This is an optimization exercise on Yosys and OpenROAD, whose aim is small area, a short achievable clock period and few clock cycles per item, not a production implementation.
Where RTL was checked, it was by simulation tests only, not by an equivalence proof against the original.
The RTL of runs 1, 2, 4 and 5 was laid out without a check of its function.
Power is estimated from default activity; no workload was simulated.

File: flow/design.v
`default_nettype none
package bpn_pkg;
    localparam int SAMPLE_W            = 16;
    localparam int PEAK_W              = SAMPLE_W + 1;
    localparam int FRAC_BITS           = SAMPLE_W - 1;
    localparam int DEFAULT_BLOCK_DEPTH = 64;
    localparam int RING_TAP            = 64;
    localparam int DIV_STEPS           = 1;
    localparam int DIV_STAGES          = (FRAC_BITS + DIV_STEPS - 1) / DIV_STEPS;
    localparam int RING_LEN            = RING_TAP + DIV_STAGES + 4;
    localparam int MAX_BLOCKS          = 4;
    localparam logic signed [SAMPLE_W-1:0] Q_POS_MAX = 16'sh7FFF;
    localparam logic signed [SAMPLE_W-1:0] Q_NEG_MAX = 16'sh8000;
endpackage
`default_nettype wire
`default_nettype none
module bpn_div #(
    parameter int SIDE_W = 4
) (
    input  wire logic                        i_clk,
    input  wire logic                        i_rst_n,
    input  wire logic                        i_valid,
    input  wire logic [SIDE_W-1:0]           i_side,
    input  wire logic [bpn_pkg::SAMPLE_W-1:0] i_mag,      
    input  wire logic [bpn_pkg::SAMPLE_W-1:0] i_div,      
    output logic                             o_valid,
    output logic [SIDE_W-1:0]                o_side,
    output logic                             o_full,     
    output logic [bpn_pkg::FRAC_BITS-1:0]    o_quot
);
    localparam int W     = bpn_pkg::SAMPLE_W;      
    localparam int F     = bpn_pkg::FRAC_BITS;     
    localparam int S     = bpn_pkg::DIV_STEPS;
    localparam int NST   = bpn_pkg::DIV_STAGES;
    logic             r_v    [NST];
    logic [SIDE_W-1:0] r_side [NST];
    logic             r_full [NST];
    logic [F-1:0]     r_rem  [NST];
    logic [W-1:0]     r_div  [NST];
    logic [F-1:0]     r_quot [NST];
    function automatic logic [F:0] f_step(input logic [F-1:0] r, input logic [W-1:0] p);
        logic [W-1:0] x, np, g, a, gg, aa, gn, an, c, d;
        logic         ge;
        x  = {r, 1'b0};
        np = ~p;
        g  = x & np;
        a  = x ^ np;
        g[0] = g[0] | a[0];
        gg = g;
        aa = a;
        for (int s = 1; s < W; s = s * 2) begin
            gn = gg;
            an = aa;
            for (int i = s; i < W; i++) begin
                gn[i] = gg[i] | (aa[i] & gg[i-s]);
                an[i] = aa[i] & aa[i-s];
            end
            gg = gn;
            aa = an;
        end
        c  = {gg[W-2:0], 1'b1};
        d  = a ^ c;
        ge = gg[W-1];
        f_step = ge ? {d[F-1:0], 1'b1} : {x[F-1:0], 1'b0};
    endfunction
    genvar k;
    generate
        for (k = 0; k < NST; k++) begin : g_st
            logic [F-1:0] w_rem  [S+1];
            logic [F-1:0] w_quot [S+1];
            logic [F:0]   w_st   [S];
            logic [W-1:0] w_div;
            logic         w_v;
            logic [SIDE_W-1:0] w_side;
            logic         w_full;
            if (k == 0) begin : g_first
                assign w_rem[0]  = i_mag[F-1:0];
                assign w_quot[0] = '0;
                assign w_div     = i_div;
                assign w_v       = i_valid;
                assign w_side    = i_side;
                assign w_full    = (i_mag == i_div);
            end else begin : g_next
                assign w_rem[0]  = r_rem[k-1];
                assign w_quot[0] = r_quot[k-1];
                assign w_div     = r_div[k-1];
                assign w_v       = r_v[k-1];
                assign w_side    = r_side[k-1];
                assign w_full    = r_full[k-1];
            end
            for (genvar j = 0; j < S; j++) begin : g_step
                if (k * S + j < F) begin : g_do
                    assign w_st[j]     = f_step(w_rem[j], w_div);
                    assign w_rem[j+1]  = w_st[j][F:1];
                    assign w_quot[j+1] = {w_quot[j][F-2:0], w_st[j][0]};
                end else begin : g_skip
                    assign w_st[j]     = '0;
                    assign w_rem[j+1]  = w_rem[j];
                    assign w_quot[j+1] = w_quot[j];
                end
            end
            always_ff @(posedge i_clk) begin
                if (!i_rst_n) begin
                    r_v[k] <= 1'b0;
                end else begin
                    r_v[k] <= w_v;
                end
                r_side[k] <= w_side;
                r_full[k] <= w_full;
                r_rem[k]  <= w_rem[S];
                r_div[k]  <= w_div;
                r_quot[k] <= w_quot[S];
            end
        end
    endgenerate
    assign o_valid = r_v[NST-1];
    assign o_side  = r_side[NST-1];
    assign o_full  = r_full[NST-1];
    assign o_quot  = r_quot[NST-1];
endmodule
`default_nettype wire
`default_nettype none
module block_peak_normaliser #(
    parameter int BLOCK_DEPTH = bpn_pkg::DEFAULT_BLOCK_DEPTH
) (
    input  wire logic                          i_clk,
    input  wire logic                          i_rst_n,
    input  wire logic                          i_in_valid,
    output logic                               o_in_ready,
    input  wire logic [bpn_pkg::SAMPLE_W-1:0]  i_in_sample,
    input  wire logic                          i_in_end_of_block,
    output logic                               o_out_valid,
    input  wire logic                          i_out_ready,
    output logic [bpn_pkg::SAMPLE_W-1:0]       o_out_norm_value,
    output logic                               o_out_last,
    output logic                               o_out_silent_block
);
    localparam int W     = bpn_pkg::SAMPLE_W;           
    localparam int F     = bpn_pkg::FRAC_BITS;          
    localparam int N     = bpn_pkg::RING_LEN;
    localparam int TAP   = bpn_pkg::RING_TAP;
    localparam int K     = bpn_pkg::MAX_BLOCKS;
    localparam int PW    = $clog2(N);
    localparam int CW    = $clog2(N + 1);
    localparam int BW    = $clog2(BLOCK_DEPTH);
    localparam int RW    = W + 1;                       
    localparam int KW    = $clog2(K);
    localparam int HW    = KW + 1;
    localparam int SIDE_W = 4;                           
    function automatic logic [PW-1:0] f_inc(input logic [PW-1:0] x);
        f_inc = (x == PW'(N - 1)) ? '0 : PW'(x + 1'b1);
    endfunction
    function automatic logic [W-1:0] f_mag(input logic [W-1:0] s);
        f_mag = s[W-1] ? W'(~s + 1'b1) : s;
    endfunction
    logic [RW*N-1:0]  r_ring;
    logic [PW-1:0]    r_phw, r_pht;         
    logic [PW-1:0]    r_dist;               
    logic [PW-1:0]    r_lp, r_rp;           
    logic [CW-1:0]    r_occ, r_pend;        
    logic             r_gen;
    logic [W-1:0]     r_desc [K];
    logic [HW-1:0]    r_wh, r_lh, r_fh;
    logic [KW:0]      r_nblk;
    logic             r_open;
    logic [BW-1:0]    r_bc;
    logic             r_s1_v, r_s1_close, r_s1_first;
    logic [W-1:0]     r_s1_smp;
    logic             r_s2_v, r_s2_close, r_s2_first;
    logic [W-1:0]     r_s2_mag;
    logic [W-1:0]     r_acc;
    logic             r_p0_v;
    logic [SIDE_W-1:0] r_p0_side;
    logic [W-1:0]     r_p0_mag, r_p0_div;
    logic             r_o_v, r_o_last, r_o_zero;
    logic [W-1:0]     r_o_val;
    logic w_space, w_align, w_blk_ok, w_acc, w_close_in;
    assign w_align    = r_s1_v || (r_dist == PW'(1)) || (r_occ == '0);
    assign w_space    = (CW'(r_occ + r_s1_v) < CW'(N));
    assign w_blk_ok   = r_open || (r_nblk < (KW+1)'(K));
    assign o_in_ready = w_align && w_space && w_blk_ok;
    assign w_acc      = i_in_valid && o_in_ready;
    assign w_close_in = i_in_end_of_block || (r_bc == BW'(BLOCK_DEPTH - 1));
    logic [W-1:0] w_peak;
    assign w_peak = (r_s2_first || (r_s2_mag > r_acc)) ? r_s2_mag : r_acc;
    logic [RW-1:0] w_tap;
    logic          w_launch;
    logic [W-1:0]  w_ldiv;
    assign w_tap    = r_ring[RW*TAP +: RW];
    assign w_launch = (r_pht == r_lp) && (r_pend != '0) && (r_wh != r_lh);
    assign w_ldiv   = r_desc[r_lh[KW-1:0]];
    logic              w_dv, w_dfull;
    logic [SIDE_W-1:0] w_dside;
    logic [F-1:0]      w_dquot;
    bpn_div #(.SIDE_W(SIDE_W)) u_div (
        .i_clk   (i_clk),
        .i_rst_n (i_rst_n),
        .i_valid (r_p0_v),
        .i_side  (r_p0_side),
        .i_mag   (r_p0_mag),
        .i_div   (r_p0_div),
        .o_valid (w_dv),
        .o_side  (w_dside),
        .o_full  (w_dfull),
        .o_quot  (w_dquot)
    );
    logic         w_arr, w_free, w_take, w_drop;
    logic         w_rgen, w_rlast, w_rsign, w_rzero;
    logic [W-1:0] w_rval;
    assign {w_rgen, w_rlast, w_rsign, w_rzero} = w_dside;
    assign w_arr  = w_dv && (w_rgen == r_gen);
    assign w_free = !r_o_v || i_out_ready;
    assign w_take = w_arr && w_free;
    assign w_drop = w_arr && !w_free;
    always_comb begin
        if (w_rzero) begin
            w_rval = '0;
        end else if (w_rsign) begin
            w_rval = w_dfull ? bpn_pkg::Q_NEG_MAX : W'(~{1'b0, w_dquot} + 1'b1);
        end else begin
            w_rval = w_dfull ? bpn_pkg::Q_POS_MAX : {1'b0, w_dquot};
        end
    end
    logic w_wr;
    assign w_wr = r_s1_v;
    always_ff @(posedge i_clk) begin
        r_ring <= {r_ring[RW*(N-1)-1:0],
                   w_wr ? {r_s1_close, r_s1_smp} : r_ring[RW*(N-1) +: RW]};
    end
    always_ff @(posedge i_clk) begin
        if (!i_rst_n) begin
            r_phw  <= '0;
            r_pht  <= PW'(N - 1 - TAP);
            r_dist <= '0;
            r_lp   <= '0;
            r_rp   <= '0;
            r_occ  <= '0;
            r_pend <= '0;
            r_gen  <= 1'b0;
            r_wh   <= '0;
            r_lh   <= '0;
            r_fh   <= '0;
            r_nblk <= '0;
            r_open <= 1'b0;
            r_bc   <= '0;
            r_s1_v <= 1'b0;
            r_s2_v <= 1'b0;
            r_p0_v <= 1'b0;
            r_o_v  <= 1'b0;
        end else begin
            r_phw <= f_inc(r_phw);
            r_pht <= f_inc(r_pht);
            r_dist <= w_wr ? '0 : ((r_dist == '0) ? PW'(N - 1) : PW'(r_dist - 1'b1));
            r_s1_v <= w_acc;
            if (w_acc) begin
                r_open <= !w_close_in;
                r_bc   <= w_close_in ? '0 : BW'(r_bc + 1'b1);
            end
            r_nblk <= (KW+1)'(r_nblk + (w_acc && !r_open) - (w_take && w_rlast));
            r_s2_v <= r_s1_v;
            if (r_s2_v && r_s2_close) begin
                r_wh <= HW'(r_wh + 1'b1);
            end
            r_occ <= CW'(r_occ + w_wr - w_take);
            if (w_take) begin
                r_rp <= f_inc(r_rp);
                if (w_rlast) r_fh <= HW'(r_fh + 1'b1);
            end
            if (w_drop) begin
                r_gen  <= !r_gen;
                r_lp   <= r_rp;
                r_lh   <= r_fh;
                r_pend <= CW'(r_occ + w_wr);
            end else begin
                r_pend <= CW'(r_pend + w_wr - w_launch);
                if (w_launch) begin
                    r_lp <= f_inc(r_lp);
                    if (w_tap[W]) r_lh <= HW'(r_lh + 1'b1);
                end
            end
            if (w_wr && r_occ == '0) begin
                r_rp <= r_phw;
                r_lp <= r_phw;
            end
            r_p0_v <= w_launch;
            if (w_take) begin
                r_o_v <= 1'b1;
            end else if (i_out_ready) begin
                r_o_v <= 1'b0;
            end
        end
        r_s1_smp   <= i_in_sample;
        r_s1_close <= w_close_in;
        r_s1_first <= !r_open;
        r_s2_mag   <= f_mag(r_s1_smp);
        r_s2_close <= r_s1_close;
        r_s2_first <= r_s1_first;
        if (r_s2_v) r_acc <= w_peak;
        if (r_s2_v && r_s2_close) r_desc[r_wh[KW-1:0]] <= w_peak;
        r_p0_side <= {r_gen, w_tap[W], w_tap[W-1], (w_ldiv == '0)};
        r_p0_mag  <= f_mag(w_tap[W-1:0]);
        r_p0_div  <= w_ldiv;
        if (w_take) begin
            r_o_val  <= w_rval;
            r_o_last <= w_rlast;
            r_o_zero <= w_rzero;
        end
    end
    assign o_out_valid        = r_o_v;
    assign o_out_norm_value   = r_o_val;
    assign o_out_last         = r_o_last;
    assign o_out_silent_block = r_o_zero;
endmodule
`default_nettype wire
File: flow/run.sh
#!/bin/bash
# synth_recipe.tcl (not shown) runs the flow's synth.tcl, then flattens the netlist and writes it again
# the make line also repeats each setting of config.mk as NAME=value (left out here)
make -C /OpenROAD-flow-scripts/flow DESIGN_CONFIG=/design/flow/config.mk WORK_HOME=/design/flow/orfs CLKGATE_MAP_FILE= SYNTH_SCRIPT=/design/flow/synth_recipe.tcl finish
File: flow/config.mk
export PLATFORM = sky130hd
export DESIGN_NAME = block_peak_normaliser
export DESIGN_NICKNAME = block_peak_normaliser
export VERILOG_FILES = /design/flow/design.v
export SDC_FILE = /design/flow/constraint.sdc
export NUM_CORES = 4
export LEC_CHECK = 0
export ABC_CLOCK_PERIOD_IN_PS = 3000
export CAP_MARGIN = 20
export CORE_MARGIN = 2
export CORE_UTILIZATION = 40
export CTS_BUF_LIST = sky130_fd_sc_hd__clkbuf_4 sky130_fd_sc_hd__clkbuf_8
export SLEW_MARGIN = 20
File: flow/constraint.sdc
create_clock -name core_clock -period 10.0 [get_ports {i_clk}]
set_input_delay 2.0000 -clock core_clock [delete_from_list [all_inputs] [get_ports {i_clk}]]
set_output_delay 2.0000 -clock core_clock [all_outputs]
set_load 0.01 [all_outputs]
==> key figures, run 1 <==
Cells and area
  – Share of post-route cells with drive strength above 1: 0.148
  – Nets: 5563
  – Area growth, synth to finish: 15.8%

STA
  – Relative slew slack: 0.315
  – Final hold viol count: 0
  – PnR worst setup slack: 4.35 ns
  – Crit path time final: 5.65 ns
  – Worst Tran Pin Value: 1.03 ns
  – Final Setup Violations: 0
  – Fin crit share: 0.565
  – RSZ-0062 raised after global routing: false
  – Sum of negative setup slack: 0 ns
  – Fin. max-slew vios: 0
  – Clock skew: 0.0828 ns
  – Fmax: 177 MHz

Synthesis
  – Top cells by area, synth: dfxtp_1, ha_1, edfxtp_1, mux2_2, inv_1
  – Synth Flop Type: dfxtp_1
  – Async S/R FF share, synth: 0
  – Yosys warnings: 53
  – Share of the synthesized area in the top cell type: 0.670
  – Cells after Synth: 4911
  – Seq/Total Area, Yosys: 0.716
  – Mapped Area: 64800 sq um
  – Syn Nets: 5225
  – Synth area leader: dfxtp_1
  – Most frequent cell after synthesis: dfxtp_1
  – Mean Syn Cell Area: 13.2 sq um
  – Synth top cells by count: dfxtp_1, inv_1, ha_1
  – Distinct cells, synth: 76
  – Count of flip-flops with a built-in enable after synthesis: 98
  – Register bit total from synthesis: 2267

Clocking
  – Clock sink count: 2267
  – CTS tree: yes
  – Postcts setup bufs: 0
  – Clk buf depth: 4
  – Clk pin slew, worst setup/hold paths: 0.07 ns
  – H-tree Lvls: 5
  – CTS Hold Bufs: 0
  – Clk latency of the worst-skew pair: 1.00 ns
  – Root buf cell: clkbuf_8
  – PostCTS Resize Cnt: 0
  – TritonCTS Buffers: 348

Pwr
  – PwrDens: 250 nW/um^2
  – Sequential fraction of design power: 0.530
  – Static Leak: 0.0325 uW
  – Max rail drop VDD: 0.000201 V
  – Sw frac: 0.214
  – Sw Pwr: 4010 uW
  – Clk pwr share: 0.416
  – Pint: 14700 uW
  – Combinational share of power: 0.054

Global route
  – Initial antenna violation count: 3
  – Total Routing Usage GR: 0.123
  – Largest net degree at the start of global routing: 78
  – First-pass GRT wire length: 167000 microns
  – Vias in the first global route: 34700
  – GRT overflow: 0
  – Grt peak-use layer: met2
  – M2 GR Usage: 0.203
  – GRT met1 Usage: 0.149
  – GR met3 Demand/Resource: 0.0294

Floorplan
  – Die Y: 406 microns
  – Die Wd: 406 microns
  – Die Area: 165000 sq um
  – Number of placed I/O pins: 41
  – Core Footprint: 161000 sq um
  – Row count: 147
  – Initial core utilization: 0.403

Placed design
  – Port Buffers: 40
  – DP HPWL: 64500 microns
  – DP Worst Slack: 5.26 ns
  – RePlAce Congestion: 0.839

Critical path
  – Crit Path Max Fanout: 22
  – Worst path cell trace: buf_4, ha_1, ha_1, nor2_1, a21oi_1, o22ai_1, a21o_1, a21o_1, and2_1, clkdlybuf4s50_1
  – CP Capture Point: o_in_ready
  – Flop2flop setup slack: 6.52 ns
  – Crit path launch: r_s1_v
  – Startpoint types: flop
  – CP arrival: 3.65 ns
  – CP endpoint kind: primary output
  – R2R cell count: 15
  – CP required: 8.00 ns
  – Setup CP Type: flop to primary output
  – Critical-path top delay cell: clkdlybuf4s50_1
  – CP max stage delay: 0.47 ns
  – Reg2Reg Capture Point: r_nblk[2]
  – Reg-to-Reg Start: r_s1_v

Flow run
  – Total of max-cap violations: 0

Drt
  – Drt pass-1 iters: 5
  – Routed Antenna Nets: 0
  – DR WL/cell: 13.0 microns
  – WL final: 99500 microns
  – Initial DRC count: 1324
  – Residual DRC: 0
  – Vias per cell: 4.42
  – Vias post-DR: 33900

Run status
  – Status: no timing/DRC/antenna violations

Worst hold path
  – HP Class: flop to flop
## worst max-delay path: cells and delay by family, from the launching register on
family                   cells  cell delay (ns)
AO/OA/AOI/OAI                4             0.71
buffers and inverters        2             0.83
adder cells (fa/ha/maj)      2             0.59
AND/OR/NAND/NOR              2             0.27
flip-flops                   1             0.30
## cell usage in the layout (no fill, tap or decap), drive strengths merged, types with 64 or more instances in the layout
cell type / synthesis / final
nor2: 203 / 203
o21ai: 214 / 214
mux2: 154 / 154
a21oi: 142 / 142
xor2: 82 / 82
dfxtp: 2169 / 2169
nor2b: 64 / 64
clkbuf: 44 / 528
ha: 277 / 277
inv: 346 / 349
edfxtp: 98 / 98
nand2: 206 / 206
a21o: 81 / 81
xnor2: 142 / 142
## cell type report
cell class                 count  area [sq um]
inverter                     347          1300
clock inverter                68           721
sequential                  2267         46400
antenna                        5          12.5
fill                       14300         85700
multi-input combinational   2236         16900
timing repair buffer          49           463
clock buffer                 528          6600
tap                         2160          2700
## worst min path at each step
stage	start	to	slack [ns]	cells past startpoint
after detailed placement	r_ring[1111]	r_ring[1128]	0.31	0
after global placement	r_ring[1113]	r_ring[1130]	0.31	0
after CTS	r_ring[1055]	r_ring[1072]	0.25	0
final	r_ring[1055]	r_ring[1072]	0.26	0
after floorplan	r_ring[983]	r_ring[1000]	0.31	0
after global routing	r_ring[1235]	r_ring[1252]	0.25	0
## state kept, by name, summed over array words and instances (netlist names), 16 cells and up, named ones only
| name | cells |
|---|---|
| r_ring | 1381 |
| u_div.r_div | 224 |
| u_div.r_rem | 210 |
| u_div.r_quot | 120 |
| r_desc | 64 |
| u_div.r_side | 60 |
| r_acc | 16 |
| r_o_val | 16 |
| r_p0_div | 16 |
| r_s1_smp | 16 |
| r_s2_mag | 16 |
## per-layer routing
metal | part of all wire | wire, microns
met5 | 0 | 0
met4 | 0.034 | 3410
met3 | 0.042 | 4220
met2 | 0.46 | 46300
met1 | 0.46 | 45600
## cell families after synthesis
logic type	Yosys count	synth area share
compound gates	741	0.0752
xor+xnor	224	0.0303
fa+ha+maj	293	0.0584
buf+inv	408	0.0242
flops	2267	0.716
mux	205	0.0377
simple gates	773	0.0584
## stage by stage
stage	total power [uW]	instance area, sq um	hold WS (ns)	std cells	util
final	18800	75000	0.258	7660	0.467
after global routing	19600	75000	0.251	7658	0.467
after CTS	19100	75000	0.248	7655	0.467
after detailed placement	11100	67700	0.312	7059	0.421
after global placement	11100	67700	0.310	7059	0.421
after floorplan	10900	64800	0.310	4911	-
## power groups by stage
stage	clock, uW	combinational [uW]	sequential, uW
final	7810	1010	9940
after global routing	8500	1150	10000
after CTS	8100	1020	9960
after detailed placement	0	1010	10100
after global placement	0	983	10100
after floorplan	0	806	10000
==> run 2, diff against run 1 <==
--- a/flow/design.v
+++ b/flow/design.v
@@ -5,7 +5,7 @@
     localparam int FRAC_BITS           = SAMPLE_W - 1;
     localparam int DEFAULT_BLOCK_DEPTH = 64;
     localparam int RING_TAP            = 64;
-    localparam int DIV_STEPS           = 1;
+    localparam int DIV_STEPS           = 2;
     localparam int DIV_STAGES          = (FRAC_BITS + DIV_STEPS - 1) / DIV_STEPS;
     localparam int RING_LEN            = RING_TAP + DIV_STAGES + 4;
     localparam int MAX_BLOCKS          = 4;
==> run 2 against run 1 <==
- still clean on timing, DRC and antenna
- sequential cell count decreased by 413
- final cell count decreased by 15%
- via count decreased by 13%
- power decreased by 20%
- register-to-register slack got worse by 2.5 ns
- critical path type is now flop to flop
==> key figures, run 2 <==
Critical path
  – CP endpoint kind: flop (was primary output)
  – Startpoint types: flop (unchanged)
  – Setup CP Type: flop to flop (was flop to primary output)
  – CP required: 10.77 ns (was 8.00 ns)
  – Crit Path Max Fanout: 16 (was 22)
  – Worst path cell trace: inv_1, fa_1, a211oi_1, nor2_1, o211ai_1, a21oi_1, a31oi_1, buf_4, mux2_2, ha_1, a21o_1, a31o_2, and2_1, o311a_1, a31oi_1, a21oi_1, a31oi_4, mux2_2 (was buf_4, ha_1, ha_1, nor2_1, a21oi_1, o22ai_1, a21o_1, a21o_1, and2_1, clkdlybuf4s50_1)
  – Critical-path top delay cell: a31oi_1 (was clkdlybuf4s50_1)
  – CP max stage delay: 0.80 ns (was 0.47 ns)
  – CP arrival: 6.73 ns (was 3.65 ns)

Clocking
  – CTS Hold Bufs: 0 (unchanged)
  – Clk buf depth: 4 (unchanged)
  – Root buf cell: clkbuf_8 (unchanged)
  – Clock sink count: 1854 (was 2267)
  – Clk pin slew, worst setup/hold paths: 0.06 ns (was 0.07 ns)
  – TritonCTS Buffers: 300 (was 348)
  – PostCTS Resize Cnt: 0 (unchanged)
  – Postcts setup bufs: 0 (unchanged)
  – Clk latency of the worst-skew pair: 0.97 ns (was 1.00 ns)
  – H-tree Lvls: 5 (unchanged)
  – CTS tree: yes (unchanged)

STA
  – Final hold viol count: 0 (unchanged)
  – Clock skew: 0.0842 ns (was 0.0828 ns)
  – Sum of negative setup slack: 0 ns (unchanged)
  – Fin. max-slew vios: 0 (unchanged)
  – Fin crit share: 0.595 (was 0.565)
  – RSZ-0062 raised after global routing: false (unchanged)
  – Crit path time final: 5.95 ns (was 5.65 ns)
  – Worst Tran Pin Value: 1.09 ns (was 1.03 ns)
  – Final Setup Violations: 0 (unchanged)
  – PnR worst setup slack: 4.05 ns (was 4.35 ns)
  – Fmax: 168 MHz (was 177 MHz)
  – Relative slew slack: 0.273 (was 0.315)

Worst hold path
  – HP Class: flop to flop (unchanged)

Cells and area
  – Most flop-heavy register: r_ring (unchanged)
  – Fillcell total: 12200 (was 14300)
  – Area of the multi-input gates: 15700 sq um (was 16900 sq um)
  – Area growth, synth to finish: 15.9% (was 15.8%)
  – Most common cell after layout, fill and taps aside: dfxtp_1 (unchanged)
  – Nets: 4790 (was 5563)
  – Commonest non-fill, non-tap cells in the layout: dfxtp_1, clkbuf_8, ha_1 (was dfxtp_1, clkbuf_8, inv_1)
  – Top flop regs: r_ring x1276, u_div.r_div x112, u_div.r_rem x105 (was r_ring x1381, u_div.r_div x224, u_div.r_rem x210)
  – Share of post-route cells with drive strength above 1: 0.157 (was 0.148)
  – Max FFs per register: 1276 (was 1381)
  – FF+latch area: 38100 sq um (was 46400 sq um)

Synthesis
  – Yosys warnings: 32 (was 53)
  – Share of the synthesized area in the top cell type: 0.640 (was 0.670)
  – Top cells by area, synth: dfxtp_1, ha_1, edfxtp_1, mux2_2, xnor2_1 (was dfxtp_1, ha_1, edfxtp_1, mux2_2, inv_1)
  – Synth top cells by count: dfxtp_1, ha_1, inv_1 (was dfxtp_1, inv_1, ha_1)
  – Cells after Synth: 4194 (was 4911)
  – Mapped Area: 54900 sq um (was 64800 sq um)
  – Register bit total from synthesis: 1854 (was 2267)
  – Most frequent cell after synthesis: dfxtp_1 (unchanged)
  – Synth area leader: dfxtp_1 (unchanged)
  – Async S/R FF share, synth: 0 (unchanged)
  – Mean Syn Cell Area: 13.1 sq um (was 13.2 sq um)
  – Distinct cells, synth: 90 (was 76)
  – Synth Flop Type: dfxtp_1 (unchanged)
  – Count of flip-flops with a built-in enable after synthesis: 98 (unchanged)
  – Syn Nets: 4496 (was 5225)
  – Seq/Total Area, Yosys: 0.694 (was 0.716)

Pwr
  – Max rail drop VDD: 0.000176 V (was 0.000201 V)
  – PwrDens: 237 nW/um^2 (was 250 nW/um^2)
  – Static Leak: 0.0271 uW (was 0.0325 uW)

Floorplan
  – Number of placed I/O pins: 41 (unchanged)
  – Initial core utilization: 0.404 (was 0.403)
  – Die Area: 140000 sq um (was 165000 sq um)
  – Die Wd: 374 microns (was 406 microns)
  – Die Y: 374 microns (was 406 microns)
  – Core Footprint: 136000 sq um (was 161000 sq um)
  – Row count: 135 (was 147)

Drt
  – Vias post-DR: 29300 (was 33900)
  – DR WL/cell: 13.8 microns (was 13.0 microns)
  – Routed Antenna Nets: 0 (unchanged)
  – Vias per cell: 4.53 (was 4.42)
  – WL final: 89700 microns (was 99500 microns)
  – Initial DRC count: 1223 (was 1324)
  – Drt pass-1 iters: 7 (was 5)
  – Residual DRC: 0 (unchanged)

Global route
  – Largest net degree at the start of global routing: 34 (was 78)
  – GRT overflow: 0 (unchanged)
  – Initial antenna violation count: 4 (was 3)
  – First-pass GRT wire length: 149000 microns (was 167000 microns)
  – Total Routing Usage GR: 0.129 (was 0.123)
  – Vias in the first global route: 30100 (was 34700)

Placed design
  – DP HPWL: 59000 microns (was 64500 microns)
  – Port Buffers: 40 (unchanged)
  – DP Worst Slack: 4.10 ns (was 5.26 ns)
  – RePlAce Congestion: 0.828 (was 0.839)

Run status
  – Status: no timing/DRC/antenna violations (unchanged)

Flow run
  – Total of max-cap violations: 0 (unchanged)
## run 2: cell count changes after synthesis, sizes merged, moves of 14 or more
cell and delta:
mux2i -25, a21o -15, mux2 +15, o21ai -74, nor2b -20, nand2 -63, and2 -14, nor2 +21
dfxtp -413, o22ai -17, inv -119, xnor2 +24, a21oi +27
## run 2: per-stage QoR
| stage | util | total power, uW | cell area [sq um] | std cells | hold slack, ns |
|---|---|---|---|---|---|
| after global routing | 0.468 | 15700 | 63600 | 6481 | 0.267 |
| final | 0.468 | 15100 | 63600 | 6481 | 0.259 |
| after floorplan | - | 8490 | 54900 | 4194 | 0.310 |
| after detailed placement | 0.422 | 8650 | 57300 | 5967 | 0.312 |
| after CTS | 0.468 | 15300 | 63600 | 6474 | 0.249 |
| after global placement | 0.422 | 8630 | 57300 | 5967 | 0.310 |
## run 2: cell families (layout without fill, tap and decap cells)
group / after synthesis / count (layout) / synth area share
DFF: 1854 / 1854 / 0.694
and+or+nand+nor: 695 / 695 / 0.0616
AOI/OAI and AO/OA: 634 / 634 / 0.0755
buffers and inverters: 286 / 785 / 0.0204
adders and majority gates: 281 / 281 / 0.0653
xor gates and xnor gates: 249 / 249 / 0.0397
muxes: 195 / 195 / 0.0434
other: 0 / 7 / 0
## run 2: layout make-up
| type | count | area share |
|---|---|---|
| Sequential cell | 1854 | 0.599 |
| Multi-Input combinational cell | 2054 | 0.247 |
| Clock buffer | 454 | 0.0910 |
| Tap cell | 1781 | 0.0350 |
| Inverter | 227 | 0.0134 |
| Timing Repair Buffer | 51 | 0.00759 |
| Clock inverter | 53 | 0.00730 |
| Antenna cell | 7 | 0.000275 |
## run 2: worst paths after layout
path              slack [ns]               from  cells after the start           endpoint
setup / recovery        4.05  u_div.r_div[4][0]                     18  u_div.r_rem[5][9]
hold / removal          0.26       r_ring[1225]                      0       r_ring[1242]
hold reg to reg         0.26       r_ring[1225]                      0       r_ring[1242]
setup reg to reg        4.05  u_div.r_div[4][0]                     18  u_div.r_rem[5][9]
## run 2: worst max-delay path: cells and delay by family (launching register included)
kind / cells / cell delay, ns
adder cells (fa/ha/maj): 2 / 0.71
AO/OA/AOI/OAI: 10 / 3.11
buffers and inverters: 2 / 0.44
AND/OR/NAND/NOR: 2 / 0.33
multiplexers: 2 / 0.77
flip-flops: 1 / 0.42
## run 2: layer usage
metal / routed length [microns] / vias to the layer above / GRT usage / share of wire
met4: 3170 / 0 / 0.0660 / 0.035
met3: 3320 / 247 / 0.0298 / 0.037
met1: 43900 / 13700 / 0.168 / 0.49
li1: - / 14900 / - / -
met2: 39300 / 499 / 0.201 / 0.44
met5: 0 / - / 0 / 0
## run 2: power breakdown
part	switching, uW	internal (uW)
Clock	2730	3840
Combinational	257	219
Sequential	150	7860
Total	3140	11900
==> run 3, diff against run 2 <==
--- a/flow/design.v
+++ b/flow/design.v
@@ -39,29 +39,11 @@
     logic [W-1:0]     r_div  [NST];
     logic [F-1:0]     r_quot [NST];
     function automatic logic [F:0] f_step(input logic [F-1:0] r, input logic [W-1:0] p);
-        logic [W-1:0] x, np, g, a, gg, aa, gn, an, c, d;
-        logic         ge;
-        x  = {r, 1'b0};
-        np = ~p;
-        g  = x & np;
-        a  = x ^ np;
-        g[0] = g[0] | a[0];
-        gg = g;
-        aa = a;
-        for (int s = 1; s < W; s = s * 2) begin
-            gn = gg;
-            an = aa;
-            for (int i = s; i < W; i++) begin
-                gn[i] = gg[i] | (aa[i] & gg[i-s]);
-                an[i] = aa[i] & aa[i-s];
-            end
-            gg = gn;
-            aa = an;
-        end
-        c  = {gg[W-2:0], 1'b1};
-        d  = a ^ c;
-        ge = gg[W-1];
-        f_step = ge ? {d[F-1:0], 1'b1} : {x[F-1:0], 1'b0};
+        logic [W:0] t;
+        logic [W-1:0] r2;
+        r2 = {r, 1'b0};
+        t  = {1'b0, r2} - {1'b0, p};
+        f_step = t[W] ? {r2[F-1:0], 1'b0} : {t[F-1:0], 1'b1};
     endfunction
     genvar k;
     generate
==> flow/config.mk (replaced) <==
export PLATFORM = sky130hd
export DESIGN_NAME = block_peak_normaliser
export DESIGN_NICKNAME = block_peak_normaliser
export VERILOG_FILES = /design/flow/design.v
export SDC_FILE = /design/flow/constraint.sdc
export NUM_CORES = 4
export LEC_CHECK = 0
export CAP_MARGIN = 20
export CORE_MARGIN = 2
export CORE_UTILIZATION = 40
export SLEW_MARGIN = 20
==> run 3 against run 2 <==
- setup slack gained 0.27 ns
- sequential cell count unchanged
- design area is essentially flat
- count of clock-buffer cells in the layout down 219
- critical path depth unchanged
- clock skew shrank 0.0091 ns
- synthesized area up 0.39%
- final cell count is 2.3% lower
- wire length decreased by 1.6%
==> key figures, run 3 <==
Flow run
  – Total of max-cap violations: 0 (unchanged)

Synthesis
  – Register bit total from synthesis: 1854 (unchanged)
  – Most frequent cell after synthesis: dfxtp_1 (unchanged)
  – Mean Syn Cell Area: 13.0 sq um (was 13.1 sq um)
  – Cells after Synth: 4226 (was 4194)
  – Syn Nets: 4528 (was 4496)
  – Top cells by area, synth: dfxtp_1, ha_1, edfxtp_1, mux2_2, xnor2_1 (unchanged)
  – Distinct cells, synth: 97 (was 90)
  – Yosys warnings: 32 (unchanged)
  – Async S/R FF share, synth: 0 (unchanged)
  – Count of flip-flops with a built-in enable after synthesis: 98 (unchanged)
  – Synth Flop Type: dfxtp_1 (unchanged)
  – Share of the synthesized area in the top cell type: 0.638 (was 0.640)
  – Synth top cells by count: dfxtp_1, ha_1, nor2_1 (was dfxtp_1, ha_1, inv_1)
  – Seq/Total Area, Yosys: 0.691 (was 0.694)
  – Mapped Area: 55100 sq um (was 54900 sq um)
  – Synth area leader: dfxtp_1 (unchanged)

Clocking
  – CTS Hold Bufs: 0 (unchanged)
  – Clock sink count: 1854 (unchanged)
  – TritonCTS Buffers: 171 (was 300)
  – CTS tree: yes (unchanged)
  – Clk buf depth: 3 (was 4)
  – H-tree Lvls: 4 (was 5)
  – Root buf cell: clkbuf_16 (was clkbuf_8)
  – Clk pin slew, worst setup/hold paths: 0.06 ns (about the same)
  – Clk latency of the worst-skew pair: 0.80 ns (was 0.97 ns)
  – Postcts setup bufs: 0 (unchanged)
  – PostCTS Resize Cnt: 0 (unchanged)

Drt
  – Vias per cell: 4.55 (was 4.53)
  – DR WL/cell: 13.9 microns (was 13.8 microns)
  – Initial DRC count: 1394 (was 1223)
  – Residual DRC: 0 (unchanged)
  – Top sig layer: met4 (unchanged)
  – Drt pass-1 iters: 5 (was 7)
  – Met3 wire length: 3760 microns (was 3320 microns)
  – Met1 WL: 44100 microns (was 43900 microns)
  – Met2 wirelength from detailed routing: 38000 microns (was 39300 microns)
  – WL final: 88200 microns (was 89700 microns)
  – Vias post-DR: 28800 (was 29300)
  – Routed Antenna Nets: 0 (unchanged)

Cells and area
  – Top flop regs: r_ring x1276, u_div.r_div x112, u_div.r_rem x105 (unchanged)
  – Area growth, synth to finish: 15.5% (was 15.9%)
  – FF+latch area: 38100 sq um (unchanged)
  – Share of post-route cells with drive strength above 1: 0.114 (was 0.157)
  – Area of the multi-input gates: 15900 sq um (was 15700 sq um)
  – Max FFs per register: 1276 (unchanged)
  – Most flop-heavy register: r_ring (unchanged)
  – Fillcell total: 12200 (about the same)
  – Commonest non-fill, non-tap cells in the layout: dfxtp_1, ha_1, nor2_1 (was dfxtp_1, clkbuf_8, ha_1)
  – Most common cell after layout, fill and taps aside: dfxtp_1 (unchanged)
  – Nets: 4694 (was 4790)

Worst hold path
  – Hold EP: r_ring[795] (was r_ring[1242])
  – Hold Crit Depth: 0 (unchanged)
  – Hold_sp: r_ring[778] (was r_ring[1225])
  – HP Class: flop to flop (unchanged)

Floorplan
  – Row count: 136 (was 135)
  – Die Wd: 375 microns (was 374 microns)
  – Die Area: 141000 sq um (was 140000 sq um)
  – Number of placed I/O pins: 41 (unchanged)
  – Initial core utilization: 0.402 (was 0.404)
  – Die Y: 375 microns (was 374 microns)
  – Core Footprint: 137000 sq um (was 136000 sq um)

Pwr
  – Sw frac: 0.277 (was 0.209)
  – Final Power: 19300 uW (was 15100 uW)
  – Static Leak: 0.0264 uW (was 0.0271 uW)
  – Combinational share of power: 0.222 (was 0.032)
  – Pint: 14000 uW (was 11900 uW)
  – PwrDens: 304 nW/um^2 (was 237 nW/um^2)
  – Sequential fraction of design power: 0.438 (was 0.532)
  – Sw Pwr: 5350 uW (was 3140 uW)
  – Max rail drop VDD: 0.000207 V (was 0.000176 V)
  – Clk pwr share: 0.340 (was 0.436)

Critical path
  – CP arrival: 6.32 ns (was 6.73 ns)
  – Startpoint types: flop (unchanged)
  – Flop2flop setup slack: 4.31 ns (was 4.05 ns)
  – Reg2Reg Capture Point: u_div.r_rem[0][1] (was u_div.r_rem[5][9])
  – CP endpoint kind: flop (unchanged)
  – R2R cell count: 18 (unchanged)
  – CP required: 10.64 ns (was 10.77 ns)
  – Crit Path Max Fanout: 20 (was 16)
  – Reg-to-Reg Start: r_ring[1105] (was u_div.r_div[4][0])
  – Setup CP Type: flop to flop (unchanged)

STA
  – Relative slew slack: 0.349 (was 0.273)
  – Clock skew: 0.0751 ns (was 0.0842 ns)
  – Final hold viol count: 0 (unchanged)
  – Sum of negative setup slack: 0 ns (unchanged)
  – Fin crit share: 0.569 (was 0.595)
  – Fin. max-slew vios: 0 (unchanged)
  – Final Setup Violations: 0 (unchanged)
  – Fmax: 176 MHz (was 168 MHz)
  – RSZ-0062 raised after global routing: false (unchanged)
  – Crit path time final: 5.69 ns (was 5.95 ns)
  – Worst Tran Pin Value: 0.974 ns (was 1.09 ns)

Global route
  – Largest net degree at the start of global routing: 33 (was 34)
  – Total Routing Usage GR: 0.127 (was 0.129)
  – Vias in the first global route: 28500 (was 30100)
  – GRT overflow: 0 (unchanged)
  – First-pass GRT wire length: 145000 microns (was 149000 microns)
  – Initial antenna violation count: 4 (unchanged)

Run status
  – Status: no timing/DRC/antenna violations (unchanged)

Placed design
  – Port Buffers: 40 (unchanged)
  – DP HPWL: 60000 microns (was 59000 microns)
  – RePlAce Congestion: 0.853 (was 0.828)
## run 3: changes by cell type after synthesis, moves of 11 or more
| cell | delta |
|---|---|
| mux2_2 | -29 |
| nor3_1 | +13 |
| o21ai_0 | -13 |
| nand2_1 | +13 |
| mux2_1 | +11 |
| o21a_1 | -13 |
| a21oi_1 | +14 |
## run 3: per-stage QoR
| step | util | std cells | hold slack [ns] | area, sq um | setup slack, ns |
|---|---|---|---|---|---|
| final | 0.464 | 6331 | 0.266 | 63600 | 4.31 |
| after global routing | 0.464 | 6329 | 0.261 | 63600 | 3.90 |
| after CTS | 0.464 | 6329 | 0.256 | 63600 | 4.35 |
| after detailed placement | 0.420 | 6013 | 0.312 | 57600 | 4.39 |
| after global placement | 0.420 | 6013 | 0.310 | 57600 | 4.45 |
| after floorplan | - | 4226 | 0.310 | 55100 | 5.08 |
## run 3: worst max path at each step
stage	startpoint	end	slack (ns)	cells after the start
floorplan	u_div.r_div[1][0]	u_div.r_rem[2][10]	5.08	20
global placement	u_div.r_div[0][0]	u_div.r_rem[1][2]	4.45	18
detailed placement	u_div.r_div[3][0]	u_div.r_rem[4][12]	4.39	18
CTS	u_div.r_div[3][0]	u_div.r_rem[4][12]	4.35	18
global route	u_div.r_div[3][0]	u_div.r_rem[4][10]	3.90	18
finish	r_ring[1105]	u_div.r_rem[0][1]	4.31	18
## run 3: kinds of logic after synthesis
logic type | after synthesis | synth area share
compound gates | 654 | 0.0797
xor+xnor | 244 | 0.0388
fa+ha+maj | 281 | 0.0650
buf+inv | 289 | 0.0203
flops | 1854 | 0.691
mux | 178 | 0.0401
simple gates | 726 | 0.0647
## run 3: cell type report
class	count	area share
Sequential cell	1854	0.599
Multi-Input combinational cell	2083	0.250
Clock buffer	235	0.0784
Tap cell	1794	0.0353
Clock inverter	81	0.0161
Inverter	229	0.0135
Timing Repair Buffer	53	0.00783
Antenna cell	2	0.0000787
## run 3: worst max-delay path: stages (launching register included)
cell and delay (ns):
dfxtp_1 0.42, inv_1 0.09, fa_1 0.44, nand2b_1 0.18
a21boi_1 0.24, o21ai_1 0.14, a211oi_2 0.32, nor4_2 0.12
o31a_2 0.43, inv_2 0.26, mux2_1 0.38, ha_1 0.24
a2111oi_0 0.50, o21ai_1 0.24, a311oi_1 0.35, nor2_1 0.12
a211o_1 0.55, mux2_2 0.38, a22o_1 0.17
## run 3: power groups by stage
stage / Combinational [uW] / Clock [uW] / Sequential [uW]
after CTS: 4310 / 6790 / 8460
after global routing: 4830 / 7100 / 8520
final: 4290 / 6570 / 8450
after floorplan: 3540 / 0 / 8480
after detailed placement: 4270 / 0 / 8620
after global placement: 4220 / 0 / 8620
## run 3: per-layer routing
| metal | up-vias | track usage |
|---|---|---|
| li1 | 14800 | - |
| met1 | 13400 | 0.174 |
| met2 | 452 | 0.195 |
| met3 | 167 | 0.0282 |
| met4 | 0 | 0.0463 |
| met5 | - | 0 |
Testbench counts of run 3, summed over its fixed seeds: cycles 4,187, items 3,504.
==> run 4, diff against run 3 <==
--- a/flow/design.v
+++ b/flow/design.v
@@ -4,11 +4,11 @@
     localparam int PEAK_W              = SAMPLE_W + 1;
     localparam int FRAC_BITS           = SAMPLE_W - 1;
     localparam int DEFAULT_BLOCK_DEPTH = 64;
-    localparam int RING_TAP            = 64;
-    localparam int DIV_STEPS           = 2;
+    localparam int RING_TAP            = 63;
+    localparam int DIV_STEPS           = 1;
     localparam int DIV_STAGES          = (FRAC_BITS + DIV_STEPS - 1) / DIV_STEPS;
     localparam int RING_LEN            = RING_TAP + DIV_STAGES + 4;
-    localparam int MAX_BLOCKS          = 4;
+    localparam int MAX_BLOCKS          = 6;
     localparam logic signed [SAMPLE_W-1:0] Q_POS_MAX = 16'sh7FFF;
     localparam logic signed [SAMPLE_W-1:0] Q_NEG_MAX = 16'sh8000;
 endpackage
@@ -39,11 +39,29 @@
     logic [W-1:0]     r_div  [NST];
     logic [F-1:0]     r_quot [NST];
     function automatic logic [F:0] f_step(input logic [F-1:0] r, input logic [W-1:0] p);
-        logic [W:0] t;
-        logic [W-1:0] r2;
-        r2 = {r, 1'b0};
-        t  = {1'b0, r2} - {1'b0, p};
-        f_step = t[W] ? {r2[F-1:0], 1'b0} : {t[F-1:0], 1'b1};
+        logic [W-1:0] x, np, g, a, gg, aa, gn, an, c, d;
+        logic         ge;
+        x  = {r, 1'b0};
+        np = ~p;
+        g  = x & np;
+        a  = x ^ np;
+        g[0] = g[0] | a[0];
+        gg = g;
+        aa = a;
+        for (int s = 1; s < W; s = s * 2) begin
+            gn = gg;
+            an = aa;
+            for (int i = s; i < W; i++) begin
+                gn[i] = gg[i] | (aa[i] & gg[i-s]);
+                an[i] = aa[i] & aa[i-s];
+            end
+            gg = gn;
+            aa = an;
+        end
+        c  = {gg[W-2:0], 1'b1};
+        d  = a ^ c;
+        ge = gg[W-1];
+        f_step = ge ? {d[F-1:0], 1'b1} : {x[F-1:0], 1'b0};
     endfunction
     genvar k;
     generate
@@ -127,11 +145,14 @@
     localparam int BW    = $clog2(BLOCK_DEPTH);
     localparam int RW    = W + 1;                       
     localparam int KW    = $clog2(K);
-    localparam int HW    = KW + 1;
+    localparam int KC    = $clog2(K + 1);
     localparam int SIDE_W = 4;                           
     function automatic logic [PW-1:0] f_inc(input logic [PW-1:0] x);
         f_inc = (x == PW'(N - 1)) ? '0 : PW'(x + 1'b1);
     endfunction
+    function automatic logic [KW-1:0] f_kinc(input logic [KW-1:0] x);
+        f_kinc = (x == KW'(K - 1)) ? '0 : KW'(x + 1'b1);
+    endfunction
     function automatic logic [W-1:0] f_mag(input logic [W-1:0] s);
         f_mag = s[W-1] ? W'(~s + 1'b1) : s;
     endfunction
@@ -142,8 +163,9 @@
     logic [CW-1:0]    r_occ, r_pend;        
     logic             r_gen;
     logic [W-1:0]     r_desc [K];
-    logic [HW-1:0]    r_wh, r_lh, r_fh;
-    logic [KW:0]      r_nblk;
+    logic [KW-1:0]    r_wh, r_lh, r_fh;     
+    logic [KC-1:0]    r_cwl, r_cwf;         
+    logic [KC-1:0]    r_nblk;
     logic             r_open;
     logic [BW-1:0]    r_bc;
     logic             r_s1_v, r_s1_close, r_s1_first;
@@ -156,21 +178,30 @@
     logic [W-1:0]     r_p0_mag, r_p0_div;
     logic             r_o_v, r_o_last, r_o_zero;
     logic [W-1:0]     r_o_val;
-    logic w_space, w_align, w_blk_ok, w_acc, w_close_in;
-    assign w_align    = r_s1_v || (r_dist == PW'(1)) || (r_occ == '0);
-    assign w_space    = (CW'(r_occ + r_s1_v) < CW'(N));
-    assign w_blk_ok   = r_open || (r_nblk < (KW+1)'(K));
-    assign o_in_ready = w_align && w_space && w_blk_ok;
-    assign w_acc      = i_in_valid && o_in_ready;
+    logic r_in_ready;
+    logic w_acc, w_close_in, w_ready_n;
+    logic [CW-1:0] w_occ_n;
+    logic          w_open_n;
+    assign o_in_ready = r_in_ready;
+    assign w_acc      = i_in_valid && r_in_ready;
     assign w_close_in = i_in_end_of_block || (r_bc == BW'(BLOCK_DEPTH - 1));
+    assign w_occ_n  = CW'(r_occ + w_wr - w_take);
+    assign w_open_n = w_acc ? !w_close_in : r_open;
+    assign w_ready_n = (w_acc || (!r_s1_v && r_dist == PW'(2)) || (r_occ == '0 && !r_s1_v))
+                    && (CW'(w_occ_n + w_acc) < CW'(N))
+                    && (w_open_n || (KC'(r_nblk + (w_acc && !r_open)) < KC'(K)));
     logic [W-1:0] w_peak;
     assign w_peak = (r_s2_first || (r_s2_mag > r_acc)) ? r_s2_mag : r_acc;
+    logic w_wr;
+    assign w_wr = r_s1_v;
     logic [RW-1:0] w_tap;
     logic          w_launch;
     logic [W-1:0]  w_ldiv;
     assign w_tap    = r_ring[RW*TAP +: RW];
-    assign w_launch = (r_pht == r_lp) && (r_pend != '0) && (r_wh != r_lh);
-    assign w_ldiv   = r_desc[r_lh[KW-1:0]];
+    logic w_closing;
+    assign w_closing = r_s2_v && r_s2_close && (r_cwl == '0);
+    assign w_launch  = (r_pht == r_lp) && (r_pend != '0) && ((r_cwl != '0) || w_closing);
+    assign w_ldiv    = w_closing ? w_peak : r_desc[r_lh];
     logic              w_dv, w_dfull;
     logic [SIDE_W-1:0] w_dside;
     logic [F-1:0]      w_dquot;
@@ -203,8 +234,6 @@
             w_rval = w_dfull ? bpn_pkg::Q_POS_MAX : {1'b0, w_dquot};
         end
     end
-    logic w_wr;
-    assign w_wr = r_s1_v;
     always_ff @(posedge i_clk) begin
         r_ring <= {r_ring[RW*(N-1)-1:0],
                    w_wr ? {r_s1_close, r_s1_smp} : r_ring[RW*(N-1) +: RW]};
@@ -222,10 +251,13 @@
             r_wh   <= '0;
             r_lh   <= '0;
             r_fh   <= '0;
+            r_cwl  <= '0;
+            r_cwf  <= '0;
             r_nblk <= '0;
             r_open <= 1'b0;
             r_bc   <= '0;
             r_s1_v <= 1'b0;
+            r_in_ready <= 1'b0;
             r_s2_v <= 1'b0;
             r_p0_v <= 1'b0;
             r_o_v  <= 1'b0;
@@ -234,31 +266,35 @@
             r_pht <= f_inc(r_pht);
             r_dist <= w_wr ? '0 : ((r_dist == '0) ? PW'(N - 1) : PW'(r_dist - 1'b1));
             r_s1_v <= w_acc;
+            r_in_ready <= w_ready_n;
+            r_open <= w_open_n;
             if (w_acc) begin
-                r_open <= !w_close_in;
                 r_bc   <= w_close_in ? '0 : BW'(r_bc + 1'b1);
             end
-            r_nblk <= (KW+1)'(r_nblk + (w_acc && !r_open) - (w_take && w_rlast));
+            r_nblk <= KC'(r_nblk + (w_acc && !r_open) - (w_take && w_rlast));
             r_s2_v <= r_s1_v;
             if (r_s2_v && r_s2_close) begin
-                r_wh <= HW'(r_wh + 1'b1);
+                r_wh <= f_kinc(r_wh);
             end
-            r_occ <= CW'(r_occ + w_wr - w_take);
+            r_cwf <= KC'(r_cwf + (r_s2_v && r_s2_close) - (w_take && w_rlast));
+            r_occ <= w_occ_n;
             if (w_take) begin
                 r_rp <= f_inc(r_rp);
-                if (w_rlast) r_fh <= HW'(r_fh + 1'b1);
+                if (w_rlast) r_fh <= f_kinc(r_fh);
             end
             if (w_drop) begin
                 r_gen  <= !r_gen;
                 r_lp   <= r_rp;
                 r_lh   <= r_fh;
+                r_cwl  <= KC'(r_cwf + (r_s2_v && r_s2_close) - (w_take && w_rlast));
                 r_pend <= CW'(r_occ + w_wr);
             end else begin
                 r_pend <= CW'(r_pend + w_wr - w_launch);
                 if (w_launch) begin
                     r_lp <= f_inc(r_lp);
-                    if (w_tap[W]) r_lh <= HW'(r_lh + 1'b1);
+                    if (w_tap[W]) r_lh <= f_kinc(r_lh);
                 end
+                r_cwl <= KC'(r_cwl + (r_s2_v && r_s2_close) - (w_launch && w_tap[W]));
             end
             if (w_wr && r_occ == '0) begin
                 r_rp <= r_phw;
@@ -278,7 +314,7 @@
         r_s2_close <= r_s1_close;
         r_s2_first <= r_s1_first;
         if (r_s2_v) r_acc <= w_peak;
-        if (r_s2_v && r_s2_close) r_desc[r_wh[KW-1:0]] <= w_peak;
+        if (r_s2_v && r_s2_close) r_desc[r_wh] <= w_peak;
         r_p0_side <= {r_gen, w_tap[W], w_tap[W-1], (w_ldiv == '0)};
         r_p0_mag  <= f_mag(w_tap[W-1:0]);
         r_p0_div  <= w_ldiv;
--- a/flow/config.mk
+++ b/flow/config.mk
@@ -5,7 +5,8 @@
 export SDC_FILE = /design/flow/constraint.sdc
 export NUM_CORES = 4
 export LEC_CHECK = 0
+export ABC_CLOCK_PERIOD_IN_PS = 3000
 export CAP_MARGIN = 20
 export CORE_MARGIN = 2
-export CORE_UTILIZATION = 40
+export CORE_UTILIZATION = 60
 export SLEW_MARGIN = 20
==> run 4 against run 3 <==
- power rose by 9.0%
- critical endpoint is now r_pend[6]
- final cell count rose by 6.2%
- worst hold slack improved by 0.030 ns
- clock power rose by 19%
- largest cell class unchanged
- count of clock-buffer cells in the layout rose by 46
==> key figures, run 4 <==
Synthesis
  – Synth top cells by count: dfxtp_1, nor2_1, inv_1 (was dfxtp_1, ha_1, nor2_1)
  – Seq/Total Area, Yosys: 0.724 (was 0.691)
  – Yosys warnings: 53 (was 32)
  – Synth area leader: dfxtp_1 (unchanged)
  – Share of the synthesized area in the top cell type: 0.664 (was 0.638)
  – Mean Syn Cell Area: 13.1 sq um (was 13.0 sq um)
  – Syn Nets: 5272 (was 4528)
  – Cells after Synth: 4955 (was 4226)
  – Top cells by area, synth: dfxtp_1, edfxtp_1, ha_1, a21oi_1, xnor2_1 (was dfxtp_1, ha_1, edfxtp_1, mux2_2, xnor2_1)
  – Register bit total from synthesis: 2290 (was 1854)
  – Distinct cells, synth: 67 (was 97)
  – Mapped Area: 65100 sq um (was 55100 sq um)
  – Async S/R FF share, synth: 0 (unchanged)
  – Most frequent cell after synthesis: dfxtp_1 (unchanged)
  – Count of flip-flops with a built-in enable after synthesis: 130 (was 98)
  – Synth Flop Type: dfxtp_1 (unchanged)

Clocking
  – Root buf cell: clkbuf_16 (unchanged)
  – PostCTS Resize Cnt: 0 (unchanged)
  – Clk pin slew, worst setup/hold paths: 0.07 ns (was 0.06 ns)
  – TritonCTS Buffers: 203 (was 171)
  – H-tree Lvls: 4 (unchanged)
  – Clk buf depth: 3 (unchanged)
  – Clk latency of the worst-skew pair: 0.79 ns (was 0.80 ns)
  – CTS Hold Bufs: 0 (unchanged)
  – Postcts setup bufs: 0 (unchanged)
  – CTS tree: yes (unchanged)
  – Clock sink count: 2290 (was 1854)

Floorplan
  – Number of placed I/O pins: 41 (unchanged)
  – Die Wd: 333 microns (was 375 microns)
  – Die Y: 333 microns (was 375 microns)
  – Core Footprint: 107000 sq um (was 137000 sq um)
  – Die Area: 111000 sq um (was 141000 sq um)
  – Row count: 120 (was 136)
  – Initial core utilization: 0.607 (was 0.402)

Pwr
  – Max rail drop VDD: 0.000215 V (was 0.000207 V)
  – Static Leak: 0.0308 uW (was 0.0264 uW)
  – PwrDens: 283 nW/um^2 (was 304 nW/um^2)
  – Final Power: 21000 uW (was 19300 uW)

Placed design
  – DP HPWL: 62900 microns (was 60000 microns)
  – DP Worst Slack: 5.21 ns (was 4.39 ns)
  – Port Buffers: 40 (unchanged)
  – RePlAce Congestion: 0.804 (was 0.853)

STA
  – Fmax: 237 MHz (was 176 MHz)
  – Relative slew slack: 0.294 (was 0.349)
  – PnR worst setup slack: 5.78 ns (was 4.31 ns)
  – Fin crit share: 0.422 (was 0.569)
  – Final Setup Violations: 0 (unchanged)
  – RSZ-0062 raised after global routing: false (unchanged)
  – Fin. max-slew vios: 0 (unchanged)
  – Sum of negative setup slack: 0 ns (unchanged)
  – Worst Tran Pin Value: 1.06 ns (was 0.974 ns)
  – Final hold viol count: 0 (unchanged)
  – Clock skew: 0.0541 ns (was 0.0751 ns)
  – Crit path time final: 4.22 ns (was 5.69 ns)

Drt
  – Top sig layer: met4 (unchanged)
  – Initial DRC count: 1383 (was 1394)
  – Vias post-DR: 33300 (was 28800)
  – DR WL/cell: 14.8 microns (was 13.9 microns)
  – Met1 WL: 45000 microns (was 44100 microns)
  – Vias per cell: 4.95 (was 4.55)
  – WL final: 99500 microns (was 88200 microns)
  – Routed Antenna Nets: 0 (unchanged)
  – Met3 wire length: 3230 microns (was 3760 microns)
  – Drt pass-1 iters: 5 (unchanged)
  – Met2 wirelength from detailed routing: 48800 microns (was 38000 microns)
  – Residual DRC: 0 (unchanged)

Global route
  – Largest net degree at the start of global routing: 42 (was 33)
  – GRT overflow: 0 (unchanged)
  – Vias in the first global route: 34000 (was 28500)
  – Total Routing Usage GR: 0.183 (was 0.127)
  – First-pass GRT wire length: 166000 microns (was 145000 microns)
  – Initial antenna violation count: 0 (was 4)

Critical path
  – CP arrival: 4.86 ns (was 6.32 ns)
  – Startpoint types: flop (unchanged)
  – Crit Path Max Fanout: 20 (unchanged)
  – CP required: 10.64 ns (about the same)
  – Setup CP Type: flop to flop (unchanged)
  – CP endpoint kind: flop (unchanged)

Cells and area
  – Area growth, synth to finish: 14.0% (was 15.5%)
  – Share of post-route cells with drive strength above 1: 0.0990 (was 0.114)
  – Most flop-heavy register: r_ring (unchanged)
  – Top flop regs: r_ring x1364, u_div.r_div x224, u_div.r_rem x210 (was r_ring x1276, u_div.r_div x112, u_div.r_rem x105)
  – Most common cell after layout, fill and taps aside: dfxtp_1 (unchanged)
  – Nets: 5468 (was 4694)
  – Commonest non-fill, non-tap cells in the layout: dfxtp_1, nor2_1, inv_1 (was dfxtp_1, ha_1, nor2_1)
  – Max FFs per register: 1364 (was 1276)
  – Final core utilization: 0.692 (was 0.464)

Worst hold path
  – HP Class: flop to flop (unchanged)

Flow run
  – Total of max-cap violations: 0 (unchanged)

Run status
  – Status: no timing/DRC/antenna violations (unchanged)
run 4: final cells by class:
| type | instances | area (sq um) |
|---|---|---|
| antenna | 1 | 2.50 |
| clock buffer | 281 | 5750 |
| clock inverter | 94 | 1210 |
| fill | 7597 | 33100 |
| inverter | 319 | 1200 |
| multi-input combinational | 2275 | 16600 |
| sequential | 2290 | 47100 |
| tap | 1403 | 1760 |
| timing repair buffer | 62 | 573 |
run 4: cells by family (layout without fill, tap and decap cells):
family,after synthesis,after routing,share of synthesized area
DFF,2290,2290,0.724
adders and majority gates,296,296,0.0588
xor gates and xnor gates,239,239,0.0321
and+or+nand+nor,910,910,0.0668
buffers and inverters,390,756,0.0229
other,0,1,0
muxes,156,156,0.0297
AOI/OAI and AO/OA,674,674,0.0656
run 4: worst max-delay path, cell delays in order (launching register included):
cell and delay (ns):
dfxtp_1 1.00, nand2_1 0.45, a211oi_1 0.66, ha_1 0.35, inv_1 0.05, ha_1 0.16, inv_1 0.06, fa_1 0.37
nand2b_1 0.18, a21oi_1 0.17, o21ai_0 0.12, a21oi_1 0.16, nor2_1 0.06, xnor2_1 0.12, a21oi_1 0.14, nor2_1 0.05
run 4: worst paths after layout:
path	slack, ns	start	endpoint	depth (start not counted)
setup reg to reg	5.78	r_s2_v	r_pend[6]	15
setup / recovery	5.78	r_s2_v	r_pend[6]	15
hold / removal	0.30	r_ring[1175]	r_ring[1192]	0
hold reg to reg	0.30	r_ring[1175]	r_ring[1192]	0
run 4: stage by stage:
step | hold slack [ns] | instances | cell area, sq um
5_1_grt | 0.305 | 6724 | 74300
4_1_cts | 0.292 | 6723 | 74200
6_report | 0.296 | 6725 | 74300
3_3_place_gp | 0.310 | 6348 | 67300
2_1_floorplan | 0.310 | 4955 | 65100
3_5_place_dp | 0.312 | 6348 | 67300
run 4: report_power, final:
group | internal (uW) | switching, uW
combinational | 1440 | 1620
clock | 4510 | 3320
sequential | 9870 | 292
run 4: routing by layer:
metal / global-route usage / vias up
met2: 0.321 / 396
met4: 0.0658 / 0
met1: 0.225 / 15700
met5: 0 / -
li1: - / 17000
met3: 0.0335 / 181
==> run 5, diff against run 4 <==
--- a/flow/config.mk
+++ b/flow/config.mk
@@ -5,8 +5,7 @@
 export SDC_FILE = /design/flow/constraint.sdc
 export NUM_CORES = 4
 export LEC_CHECK = 0
-export ABC_CLOCK_PERIOD_IN_PS = 3000
 export CAP_MARGIN = 20
 export CORE_MARGIN = 2
-export CORE_UTILIZATION = 60
+export CORE_UTILIZATION = 40
 export SLEW_MARGIN = 20
==> run 5 against run 4 <==
- still clean
- clock power grew 4.5%
- design area increased by 2.0%
- wire length decreased by 2.2%
- sequential share of layout area is 1.2 points lower
- count of clock-buffer cells in the layout rose by 23
- sequential power barely moved
- worst hold slack worse by 0.037 ns
- global-route usage is 6.5 points lower
- die area up 49%
- clock skew up 0.058 ns
- critical path type is now input port to flop
==> key figures, run 5 <==
Cells and area
  – Commonest non-fill, non-tap cells in the layout: dfxtp_1, nor2_1, inv_1 (unchanged)
  – Most flop-heavy register: r_ring (unchanged)
  – Area of the multi-input gates: 16600 sq um (about the same)
  – Area growth, synth to finish: 16.3% (was 14.0%)
  – Top flop regs: r_ring x1364, u_div.r_div x224, u_div.r_rem x210 (unchanged)
  – Fillcell total: 14300 (was 7597)
  – Nets: 5478 (was 5468)
  – FF+latch area: 47100 sq um (about the same)
  – Most common cell after layout, fill and taps aside: dfxtp_1 (unchanged)
  – Max FFs per register: 1364 (unchanged)
  – Share of post-route cells with drive strength above 1: 0.103 (was 0.0990)

STA
  – Final hold viol count: 0 (unchanged)
  – Worst Tran Pin Value: 1.05 ns (was 1.06 ns)
  – Hold slack: 0.259 ns (was 0.296 ns)
  – Crit path time final: 4.20 ns (was 4.22 ns)
  – Clock skew: 0.112 ns (was 0.0541 ns)
  – Relative slew slack: 0.301 (was 0.294)
  – PnR worst setup slack: 5.80 ns (was 5.78 ns)
  – Fin. max-slew vios: 0 (unchanged)
  – Sum of negative setup slack: 0 ns (unchanged)
  – Final Setup Violations: 0 (unchanged)
  – Fin crit share: 0.420 (was 0.422)
  – Fmax: 238 MHz (was 237 MHz)
  – RSZ-0062 raised after global routing: false (unchanged)

Run status
  – Status: no timing/DRC/antenna violations (unchanged)

Drt
  – Routed Antenna Nets: 0 (unchanged)
  – Initial DRC count: 1535 (was 1383)
  – Residual DRC: 0 (unchanged)
  – Vias per cell: 4.44 (was 4.95)
  – Drt pass-1 iters: 4 (was 5)
  – Vias post-DR: 33400 (was 33300)
  – WL final: 97300 microns (was 99500 microns)
  – DR WL/cell: 12.9 microns (was 14.8 microns)

Pwr
  – Static Leak: 0.0310 uW (was 0.0308 uW)
  – Final Power: 21400 uW (was 21000 uW)
  – Sw Pwr: 5310 uW (was 5240 uW)
  – PwrDens: 283 nW/um^2 (about the same)
  – Clk pwr share: 0.383 (was 0.372)
  – Sw frac: 0.248 (was 0.249)
  – Pint: 16100 uW (was 15800 uW)
  – Combinational share of power: 0.142 (was 0.145)
  – Sequential fraction of design power: 0.475 (was 0.483)
  – Max rail drop VDD: 0.000170 V (was 0.000215 V)

Critical path
  – Setup CP Type: input port to flop (was flop to flop)
  – Crit Path Max Fanout: 30 (was 20)
  – Flop2flop setup slack: 5.84 ns (was 5.78 ns)
  – Reg-to-Reg Start: r_s2_v (unchanged)
  – Critical-path top delay cell: clkdlybuf4s50_1 (was dfxtp_1)
  – Startpoint types: input port (was flop)
  – CP endpoint kind: flop (unchanged)
  – CP required: 10.72 ns (was 10.64 ns)
  – Worst path cell trace: clkdlybuf4s50_1, nand2b_1, and3_1, buf_4, and2_1, ha_1, inv_1, ha_1, inv_1, fa_1, xor2_1, xnor2_1, nor2_1, a21oi_1, nor2_1 (was nand2_1, a211oi_1, ha_1, inv_1, ha_1, inv_1, fa_1, nand2b_1, a21oi_1, o21ai_0, a21oi_1, nor2_1, xnor2_1, a21oi_1, nor2_1)
  – CP arrival: 4.92 ns (was 4.86 ns)
  – CP max stage delay: 0.46 ns (was 1.00 ns)
  – Reg2Reg Capture Point: r_pend[6] (unchanged)
  – R2R cell count: 15 (unchanged)

Floorplan
  – Row count: 148 (was 120)
  – Number of placed I/O pins: 41 (unchanged)
  – Initial core utilization: 0.401 (was 0.607)
  – Die Y: 407 microns (was 333 microns)
  – Core Footprint: 162000 sq um (was 107000 sq um)
  – Die Wd: 407 microns (was 333 microns)
  – Die Area: 166000 sq um (was 111000 sq um)

Clocking
  – CTS Hold Bufs: 0 (unchanged)
  – Root buf cell: clkbuf_16 (unchanged)
  – CTS tree: yes (unchanged)
  – Clk pin slew, worst setup/hold paths: 0.06 ns (was 0.07 ns)
  – PostCTS Resize Cnt: 0 (unchanged)
  – Clock sink count: 2290 (unchanged)
  – TritonCTS Buffers: 213 (was 203)
  – Postcts setup bufs: 0 (unchanged)
  – Clk buf depth: 3 (unchanged)
  – H-tree Lvls: 4 (unchanged)
  – Clk latency of the worst-skew pair: 0.85 ns (was 0.79 ns)

Synthesis
  – Async S/R FF share, synth: 0 (unchanged)
  – Syn Nets: 5272 (unchanged)
  – Top cells by area, synth: dfxtp_1, edfxtp_1, ha_1, a21oi_1, xnor2_1 (unchanged)
  – Seq/Total Area, Yosys: 0.724 (unchanged)
  – Synth Flop Type: dfxtp_1 (unchanged)
  – Share of the synthesized area in the top cell type: 0.664 (unchanged)
  – Distinct cells, synth: 67 (unchanged)
  – Synth area leader: dfxtp_1 (unchanged)
  – Count of flip-flops with a built-in enable after synthesis: 130 (unchanged)
  – Mapped Area: 65100 sq um (unchanged)
  – Cells after Synth: 4955 (unchanged)
  – Yosys warnings: 53 (unchanged)
  – Most frequent cell after synthesis: dfxtp_1 (unchanged)
  – Mean Syn Cell Area: 13.1 sq um (unchanged)
  – Register bit total from synthesis: 2290 (unchanged)
  – Synth top cells by count: dfxtp_1, nor2_1, inv_1 (unchanged)

Worst hold path
  – Hold Crit Depth: 0 (unchanged)
  – HP Class: flop to flop (unchanged)
  – Hold EP: r_ring[632] (was r_ring[1192])
  – Hold_sp: r_ring[615] (was r_ring[1175])

Global route
  – Initial antenna violation count: 0 (unchanged)
  – First-pass GRT wire length: 163000 microns (was 166000 microns)
  – Largest net degree at the start of global routing: 37 (was 42)
  – Vias in the first global route: 33500 (was 34000)
  – Total Routing Usage GR: 0.118 (was 0.183)
  – GRT overflow: 0 (unchanged)

Placed design
  – RePlAce Congestion: 0.767 (was 0.804)
  – DP Worst Slack: 4.93 ns (was 5.21 ns)
  – DP HPWL: 62800 microns (was 62900 microns)
  – Port Buffers: 40 (unchanged)

Flow run
  – Total of max-cap violations: 0 (unchanged)
run 5: cell types whose count changed in the layout (fill, tap and decap cells not counted), sizes merged:
cell / before / now
clkbuf: 281 / 304
clkinv: 56 / 63
clkinvlp: 13 / 8
bufinv: 17 / 18
inv: 327 / 326
run 5: per-stage QoR:
step | utilization | instances | area, sq um
6_report | 0.467 | 7522 | 75700
5_1_grt | 0.467 | 7521 | 75700
4_1_cts | 0.467 | 7520 | 75700
3_5_place_dp | 0.421 | 7120 | 68200
3_3_place_gp | 0.421 | 7120 | 68200
2_1_floorplan | - | 4955 | 65100
run 5: power by group through the flow:
stage / clock (uW) / combinational (uW) / sequential, uW
4_1_cts: 8430 / 3060 / 10200
2_1_floorplan: 0 / 2490 / 10300
5_1_grt: 8800 / 3460 / 10200
6_report: 8180 / 3040 / 10200
3_3_place_gp: 0 / 2960 / 10400
3_5_place_dp: 0 / 3030 / 10400
run 5: layer usage:
layer / routed length [microns] / track usage / vias up / share of wire
li1: - / - / 17100 / -
met1: 45800 / 0.150 / 15600 / 0.47
met2: 44800 / 0.194 / 445 / 0.46
met3: 3980 / 0.0275 / 221 / 0.041
met4: 2660 / 0.0431 / 0 / 0.027
met5: 0 / 0 / - / 0
run 5: worst max-delay path by stage:
stage	startpoint	endpoint	depth (start not counted)
2_1_floorplan	i_out_ready	r_in_ready	12
3_3_place_gp	i_out_ready	r_cwl[2]	15
3_5_place_dp	i_out_ready	r_cwl[2]	15
4_1_cts	r_s2_v	r_pend[6]	15
5_1_grt	r_s2_v	r_pend[6]	15
6_report	i_out_ready	r_cwl[2]	15
run 5: area by class of cell:
class | count | area share
Sequential cell | 2290 | 0.623
Multi-Input combinational cell | 2275 | 0.219
Clock buffer | 304 | 0.0809
Tap cell | 2175 | 0.0359
Clock inverter | 96 | 0.0177
Inverter | 319 | 0.0158
Timing Repair Buffer | 62 | 0.00752
Antenna cell | 1 | 0.0000331
run 5: kinds of logic after synthesis:
| logic type | share of synthesized area |
|---|---|
| buffers and inverters | 0.0229 |
| AO/OA/AOI/OAI | 0.0656 |
| flip-flops | 0.724 |
| XOR/XNOR | 0.0321 |
| multiplexers | 0.0297 |
| adder cells (fa/ha/maj) | 0.0588 |
| AND/OR/NAND/NOR | 0.0668 |
run 5: worst max-delay path, delay by kind of cell:
kind	cells	cell delay [ns]
buffers and inverters	4	0.94
adders and majority gates	3	0.78
and+or+nand+nor	5	0.71
xor gates and xnor gates	2	0.35
AOI/OAI and AO/OA	1	0.13

[separate check: timing with driven ports]
Ports are ideal in the flow. The routed layouts listed here were re-timed in OpenROAD.
Step 1: set_driving_cell puts a clkbuf_16 on i_clk and a buf_2 on each other input, an assumption about the parent block.
Step 2, shift: input delay + t, output delay - t, t = (earliest + latest rising clock arrival at the registers) / 2. This alone moves slack from input paths to output paths.
Three values: ideal ports, drivers, drivers and shift; two values: the first two.
| run | shift t [ns] | slack for setup (ns) |
|---|---|---|
| run 1 | 1.022 | 4.347 / 4.278 / 5.253 |
| run 2 | 0.996 | 4.046 / 4.046 / 4.046 |
| run 3 | 0.828 | 4.313 / 4.313 / 4.313 |
| run 4 | 0.835 | 5.779 / 5.779 / 5.198 |
| run 5 | 0.861 | 5.800 / 5.841 / 4.990 |
After both steps setup and hold are still met in every run listed.
